This design comes from an exercise in tuning for small area, a short achievable clock period and few clock cycles per item on the open sky130 flow, not from production work.
At most, simulation tests tie the RTL to the original design; equivalence was not proved.
Power and IR drop assume default switching activity.

Setup of run 1:
Design muldiv_unit, start of the top module:
module muldiv_unit #(
    parameter int XLEN       = 32,
    parameter int MUL_STAGES = 2
) (
    input  logic            clk,
    input  logic            reset,
    input  logic            flush,
    input  logic            in_valid,
    output logic            in_ready,
    input  logic [2:0]      op,
    input  logic [XLEN-1:0] operand_1,
    input  logic [XLEN-1:0] operand_2,
    output logic            out_valid,
    input  logic            out_ready,
    output logic [XLEN-1:0] result,
    output logic            zero,
    output logic            busy
);
    localparam int W = XLEN + 4;
    logic            r_idle;
    logic            r_busy;
    logic            r_valid;
    logic            r_zero;
    logic            p_prep;     
    logic            p_div;      
    logic            p_corr;     
    logic            p_neg;      
    logic            p_mul;      
    logic            p_mfix;     
    logic            r_rem;      
    logic            r_mlo;      
    logic            r_mhu;      
    logic            r_aneg;     
    logic            r_bneg;     
    logic            r_qneg;     
    logic            r_bzero;    
    logic            r_first;    
    logic            r_last;     
    logic [4:0]      r_cnt;      
    logic            r_bone;     
    logic            r_btwo;     
    logic            r_bsub;     
    logic            r_cone;     
    logic            r_ctwo;     
    logic            r_csub;     
    logic            r_ninv;     
    logic [W-1:0]    r_x;        
    logic [XLEN-1:0] r_y;        
    logic [XLEN:0]   r_z;        
    function automatic logic [5:0] lzc32(input logic [31:0] v);
        logic [15:0] zf1; logic [15:0] c1;
        logic [7:0]  zf2; logic [15:0] c2;
        logic [3:0]  zf3; logic [11:0] c3;
        logic [1:0]  zf4; logic [7:0]  c4;
        logic        zf5; logic [4:0]  c5;
        for (int i = 0; i < 16; i++) begin
            zf1[i] = ~v[2*i+1] & ~v[2*i];
            c1[i]  = ~v[2*i+1];
        end
        for (int i = 0; i < 8; i++) begin
            zf2[i]     = zf1[2*i+1] & zf1[2*i];
  ...
For scale: ~160 flip-flops.
Settings: LEC_CHECK=0, CAP_MARGIN=20, CORE_MARGIN=2, CORE_UTILIZATION=40, SLEW_MARGIN=20; clock period 11.0 ns.
standard.sh (not shown) runs the stock make flow with config.mk's settings and CLKGATE_MAP_FILE= SYNTH_SCRIPT=/design/flow/synth_recipe.tcl, a recipe that flattens the netlist after the stock synthesis.
==> flow/flow/run.sh <==
#!/bin/bash
# Standard ORFS layout (the standard.sh, unchanged synthesis), with
# port buffers of a real drive strength and timing repair aimed below the
# clock period so the achieved period shrinks. Constraints are the standard flow's.
# flow/knobs.txt holds extra make variables, one per line.
set -euo pipefail
mapfile -t KNOBS < <(grep -v '^#' flow/knobs.txt | grep -v '^$')
bash standard.sh \
  "BUFFER_PORTS_ARGS=-buffer_cell sky130_fd_sc_hd__buf_2" \
  "${KNOBS[@]}" \
  finish > flow_make.log 2>&1
==> flow/flow/knobs.txt <==
SETUP_SLACK_MARGIN=7.0
TNS_END_PERCENT=10
CTS_BUF_LIST=sky130_fd_sc_hd__clkbuf_8
Testbench counts of run 1, summed over its fixed seeds: cycles 44,162, ops 4,800.
[inputs] run 2 vs run 1
==> flow/flow/knobs.txt <==
SETUP_SLACK_MARGIN=7.2
TNS_END_PERCENT=10
CTS_BUF_LIST=sky130_fd_sc_hd__clkbuf_8
-- flow/config.mk --
<<< run 1, line 6
export NUM_CORES = 4
export LEC_CHECK = 0
export CAP_MARGIN = 20
export CORE_MARGIN = 2
>>> run 2, line 6
export NUM_CORES = 4
export LEC_CHECK = 0
export ABC_AREA = 1
export CAP_MARGIN = 20
export CORE_MARGIN = 2
--- outcome ---
Run 1 reports its most frequent standard cell in the layout excluding fill and tap cells as sky130_fd_sc_hd__mux2i_1 while run 2 reports sky130_fd_sc_hd__nand2_1. Summary of run 2 over run 1: inverter count of the layout excluding clock inverters now sits higher; post-layout instance count excluding filler cells now sits higher; post-DP HPWL now sits higher; design area now sits lower. Diff run 1 -> run 2 | share of power burned in the clock network | decrease of 3.3 points. r_y[0] as the startpoint of the most critical setup path was reported by run 1, and r_rshi by run 2. Compared run 2 vs run 1, and multi-input combinational cell count is up in run 2. Against run 1, run 2 comes in 200 ps lower on worst-margin pin slew. Of run 2 and run 1, run 2 shows the higher routing usage on met1, with run 1 below it. Compared with run 1, in run 2 multiplexer area fraction after synthesis fell 16 points, post-synthesis instance total rose 18%, wire length rose about 14%.
Here is what was changed in the inputs of run 3 compared with run 2.
-- flow/flow/run.sh --
<<< run 2, line 7
mapfile -t KNOBS < <(grep -v '^#' flow/knobs.txt | grep -v '^$')
bash standard.sh \
  "BUFFER_PORTS_ARGS=-buffer_cell sky130_fd_sc_hd__buf_2" \
  "${KNOBS[@]}" \
  finish > flow_make.log 2>&1
>>> run 3, line 7
mapfile -t KNOBS < <(grep -v '^#' flow/knobs.txt | grep -v '^$')
bash standard.sh \
  "BUFFER_PORTS_ARGS=-buffer_cell sky130_fd_sc_hd__buf_4" \
  "${KNOBS[@]}" \
  finish > flow_make.log 2>&1
==> flow/flow/knobs.txt <==
SETUP_SLACK_MARGIN=6.8
TNS_END_PERCENT=10
-- flow/config.mk --
<<< run 2, line 6
export NUM_CORES = 4
export LEC_CHECK = 0
export ABC_AREA = 1
export CAP_MARGIN = 20
export CORE_MARGIN = 2
>>> run 3, line 6
export NUM_CORES = 4
export LEC_CHECK = 0
export CAP_MARGIN = 20
export CORE_MARGIN = 2
[summary]
Every stage of the flow completed for run 3, and the final layout passed the timing, design-rule and antenna checks.
Taking run 3 as 1.0, run 2 lands at 1.18 on synthesized netlist cell count.
Of run 3 and run 2, the higher global-route usage belongs to run 2.
Taking run 2 as the reference, in run 3 clock-buffer cell count rose 2, length in cells of the worst reg-to-reg path lost 1.
#### Input delta (run 4 over run 3)
==> flow/flow/knobs.txt <==
SETUP_SLACK_MARGIN=7.0
TNS_END_PERCENT=10
Notes after the runs:
- Run 4 vs. run 3: power attributed to sequential cells roughly the same; number of violations reported at the end of detailed-routing iteration 0 now smaller; smallest hold slack saw an increase; accumulated negative setup slack held; non-clock buffer count shows an increase of about 9%.
- Of run 4 and run 3, run 3 shows the lower share of cells above drive strength 1, with run 4 above it.
- Smallest setup slack after layout came out higher on run 4 than on run 3.
- [diff] wire length, run 4 relative to run 3: regression
- Against run 3, run 4 comes in 2.4% higher on area used by multi-input combinational logic.
- Looking only at wire length of the first global-routing pass, and setting everything else aside, the higher value of run 4 and run 3 goes to run 4.
- Against run 3, run 4 comes in about 3% higher on area of all placed cells without fillers.
Here is what was changed in the inputs of run 5 compared with run 4.
==> flow/flow/knobs.txt <==
SETUP_SLACK_MARGIN=6.8
TNS_END_PERCENT=10
CORE_UTILIZATION=55
--- outcome ---
Compare run 5 and run 4 | count of filler cells inserted in the layout lower: run 5
Between run 5 and run 4, the via count is higher for run 4.
Sort run 5 and run 4 by final non-filler cell area asc -> top: run 5
Run comparison: run 4 startpoint-to-endpoint class of the critical path reg -> reg; run 5 startpoint-to-endpoint class of the critical path reg -> out
When run 5 is set beside run 4, its count of placed standard cells in the final layout, fillers left out turns out to be 198 smaller.
Relative to run 4, register share of total power has increased by 1.4 points in run 5.
Run 5 against run 4; routed wire length is down by a few percent.
Compared with run 4, run 5 shows a lower clock power share.
Against run 4, shortest clock period the worst path allows after layout in run 5 came out worse.
Compared to run 4, run 5 has final core area utilization 16 points higher.
For clock latency at the later pin of the worst-skew pair, run 5 and run 4 come out practically identical.
NOTE multi-input gate area in the final layout run 4->run 5 decreased slightly


muldiv_unit again, from the RTL that the note above started with.
clock: 11.0 ns
lec_check: 0
abc_area: 1
cap_margin: 20
core_margin: 2
core_utilization: 40
slew_margin: 20
==> flow/flow/run.sh <==
#!/bin/bash
# Standard ORFS layout (the standard.sh, unchanged synthesis), with
# port buffers of a real drive strength and timing repair aimed below the
# clock period so the achieved period shrinks. Constraints are the standard flow's.
# flow/knobs.txt holds extra make variables, one per line.
set -euo pipefail
mapfile -t KNOBS < <(grep -v '^#' flow/knobs.txt | grep -v '^$')
bash standard.sh \
  "BUFFER_PORTS_ARGS=-buffer_cell sky130_fd_sc_hd__buf_2" \
  "${KNOBS[@]}" \
  finish > flow_make.log 2>&1
==> flow/flow/knobs.txt <==
SETUP_SLACK_MARGIN=6.8
TNS_END_PERCENT=10
CTS_BUF_LIST=sky130_fd_sc_hd__clkbuf_8
CAP_MARGIN=10
SLEW_MARGIN=10
Testbench counts at the start, summed over its fixed seeds: cycles 44,162, ops 4,800.
Rerun with:
==> flow/flow/knobs.txt (replaced) <==
SETUP_SLACK_MARGIN=6.8
TNS_END_PERCENT=10
CTS_BUF_LIST=sky130_fd_sc_hd__clkbuf_8
- ABC_AREA: 1 -> unset
What happened:
- sequential share of layout area fell by 0.26 points
- clock-buffer cell count does not change
- clock power increases slightly
- sequential power came out lower by a few percent
Rerun with:
- ABC_AREA: unset -> 1
The changed run went through all stages and came out clean; final cell count came out higher by 15%; setup slack gets better by 0.0061 ns; critical path depth stays the same; fmax hardly moves; die area falls by 0.32%; wire length increases by 12%; core utilization goes down by 0.61 points; sequential cell count is unchanged; hold slack got worse by 0.043 ns; count of clock-buffer cells in the layout does not change; via count rises by 11%.


## JK
muldiv_unit, a different RTL version from the one above (not shown whole).
Size in the first run: about 160 flip-flops.
export LEC_CHECK = 0
export CAP_MARGIN = 20
export CORE_MARGIN = 2
export CORE_UTILIZATION = 40
export SLEW_MARGIN = 20
create_clock -name core_clock -period 11.0 [get_ports {clk}]
==> flow/flow/run.sh <==
#!/bin/bash
# Standard ORFS layout (the standard.sh, unchanged synthesis), with
# port buffers of a real drive strength and timing repair aimed below the
# clock period so the achieved period shrinks. Constraints are the standard flow's.
# flow/knobs.txt holds extra make variables, one per line.
set -euo pipefail
mapfile -t KNOBS < <(grep -v '^#' flow/knobs.txt | grep -v '^$')
bash standard.sh \
  "BUFFER_PORTS_ARGS=-buffer_cell sky130_fd_sc_hd__buf_4" \
  "${KNOBS[@]}" \
  finish > flow_make.log 2>&1
==> flow/flow/knobs.txt <==
SETUP_SLACK_MARGIN=6.6
TNS_END_PERCENT=5
Testbench counts of JK, summed over its fixed seeds: cycles 48,886, ops 4,800.
> inputs changed (JK -> MS)
--- a/flow/flow/run.sh
+++ b/flow/flow/run.sh
@@ -5 +4,0 @@
-# flow/knobs.txt holds extra make variables, one per line.
@@ -7 +6 @@
-mapfile -t KNOBS < <(grep -v '^#' flow/knobs.txt | grep -v '^$')
+MARGIN=$(cat flow/margin.txt)
@@ -8,0 +8 @@
+  "SETUP_SLACK_MARGIN=${MARGIN}" \
@@ -10 +9,0 @@
-  "${KNOBS[@]}" \
==> flow/flow/margin.txt (new file) <==
7.5
removed: flow/flow/knobs.txt
[summary]
- Summary of MS over JK: multi-input combinational cell count barely changed; number of hold-repair buffers added at the cts stage barely changed; net count of the finished layout climbed 115; first-pass GRT wire length climbed about 6.4%.
- On MS: leakage power summed over all cells is 11% higher than what JK gave.
Modified inputs, AL compared to MS
--- a/flow/flow/run.sh
+++ b/flow/flow/run.sh
@@ -4,0 +5 @@
+# flow/knobs.txt holds extra make variables, one per line.
@@ -6 +7 @@
-MARGIN=$(cat flow/margin.txt)
+mapfile -t KNOBS < <(grep -v '^#' flow/knobs.txt | grep -v '^$')
@@ -8 +8,0 @@
-  "SETUP_SLACK_MARGIN=${MARGIN}" \
@@ -9,0 +10 @@
+  "${KNOBS[@]}" \
==> flow/flow/knobs.txt (new file) <==
SETUP_SLACK_MARGIN=6.8
TNS_END_PERCENT=10
removed: flow/flow/margin.txt
[summary]
AL vs MS — power of the clock network rose 3.8%.
For the number of stages on the worst setup path, AL came in 5 lower than MS did.
MS -> AL: multi-input gate count flat
For MS, the commonest non-fill, non-tap cell in the layout was sky130_fd_sc_hd__buf_4, unlike AL, where it was sky130_fd_sc_hd__nand2_1.
Status: required time at the worst-slack endpoint parity (AL, MS)
In AL relative to MS, routed wire length on met2 had gone down by a few percent.
AL: clock-buffer cell count lower than MS
Diff AL..MS | standard cell core area | unchanged
| worst-case setup margin in the final layout | AL vs MS | better |
In the flow results for AL and MS, the combinational share of power is larger on MS.
AL: flow completed, timing, DRC and antenna clean
MS ended with every stage complete and zero timing, DRC or antenna violations.
In terms of effective utilization at floorplan, MS and AL differ only marginally.


Setup of west:
Another version of the RTL of muldiv_unit (not shown whole).
Size: ~2300 cells after synthesis, roughly 110 I/O pins, roughly 18000 um^2 of cells after synthesis.
clock: 11.0 ns
lec_check: 0
cap_margin: 20
core_margin: 2
core_utilization: 40
slew_margin: 20
==> flow/flow/run.sh <==
#!/bin/bash
# Standard ORFS layout (the standard.sh, unchanged synthesis), with
# port buffers of a real drive strength and timing repair aimed below the
# clock period so the achieved period shrinks. Constraints are the standard flow's.
# flow/knobs.txt holds extra make variables, one per line.
set -euo pipefail
mapfile -t KNOBS < <(grep -v '^#' flow/knobs.txt | grep -v '^$')
bash standard.sh \
  "BUFFER_PORTS_ARGS=-buffer_cell sky130_fd_sc_hd__buf_4" \
  "${KNOBS[@]}" \
  finish > flow_make.log 2>&1
==> flow/flow/knobs.txt <==
SETUP_SLACK_MARGIN=7.5
west: all stages done; final checks FAILED (capacitance limit, slew limit).
Input changes introduced in east (baseline for comparison: west):
==> flow/flow/knobs.txt <==
SETUP_SLACK_MARGIN=6.8
TNS_END_PERCENT=10
west finished every stage; the final checks, however, were not passed, the failures being capacitance limit, slew limit. east completed end to end with timing, DRC and antenna clean. east ends up with lower number of diodes added for antenna fixing than west does. [east] final total power fell about 15% relative to west. When east is measured against west, its global-route usage turns out 1.6 points lower. Looking at maximum clock skew at final layout across both flows, east is the stronger of the two, with west trailing. Post-synthesis xor/xnor area fraction: east vs west identical. Diff west..east | sequential cell area | negligible. Post-detailed-placement half-perimeter wirelength on east is behind west. Data arrival time at the worst-slack endpoint: west and east compared, lower one is west.
Function was not checked in any run of this note: the RTL went through the layout flow alone.

static timing again, ports no longer ideal:
No port has a modelled driver above. Below, the same layouts with a new extraction and two added sets of constraints.
Step 1, drivers: a clkbuf_16 drives clk and a buf_2 each remaining input, both assumed.
Step 2 adds t to the input delays and takes it off the output delays; t is the mean of the earliest and latest rising clock arrival at the registers after step 1. Input paths then give back, and output paths get back, about the clock's delay inside the block.
a / b / c = no drivers / after step 1 / after step 2; a / b = the first two.
run	t (ns)	slack for setup (ns)	hold slack, ns	worst data-port slew with drivers (ns)
run 1	0.550	6.730 / 6.730 / 6.400	0.494 / 0.494 / 0.494	0.04
run 2	0.599	6.718 / 6.662 / 6.498	0.460 / 0.460 / 0.460	0.05
run 3	0.522	6.700 / 6.692 / 6.206	0.497 / 0.497 / 0.497	0.05
run 4	0.526	6.762 / 6.729 / 6.555	0.502 / 0.502 / 0.502	0.05
run 5	0.521	6.642 / 6.585 / 6.265	0.501 / 0.501 / 0.501	0.04
the first run of note 2	0.587	6.669 / 6.613 / 6.246	0.457 / 0.457 / 0.457	0.05
the second run of note 2	0.579	6.658 / 6.603 / 6.147	0.501 / 0.501 / 0.501	0.05
the third run of note 2	0.586	6.664 / 6.610 / 6.238	0.458 / 0.458 / 0.458	0.05
JK	0.548	6.633 / 6.633 / 6.633	0.524 / 0.524 / 0.524	0.05
MS	0.550	6.702 / 6.702 / 6.702	0.516 / 0.516 / 0.516	0.05
AL	0.565	6.729 / 6.729 / 6.729	0.526 / 0.526 / 0.526	0.06
west	0.508	6.462 / 6.462 / 6.462	0.499 / 0.499 / 0.499	0.05
east	0.516	6.495 / 6.495 / 6.133	0.519 / 0.519 / 0.519	0.05
For the second run of note 2, which loses most, drivers alone change the setup slack by -0.055 ns; drivers and shift together by -0.511 ns.
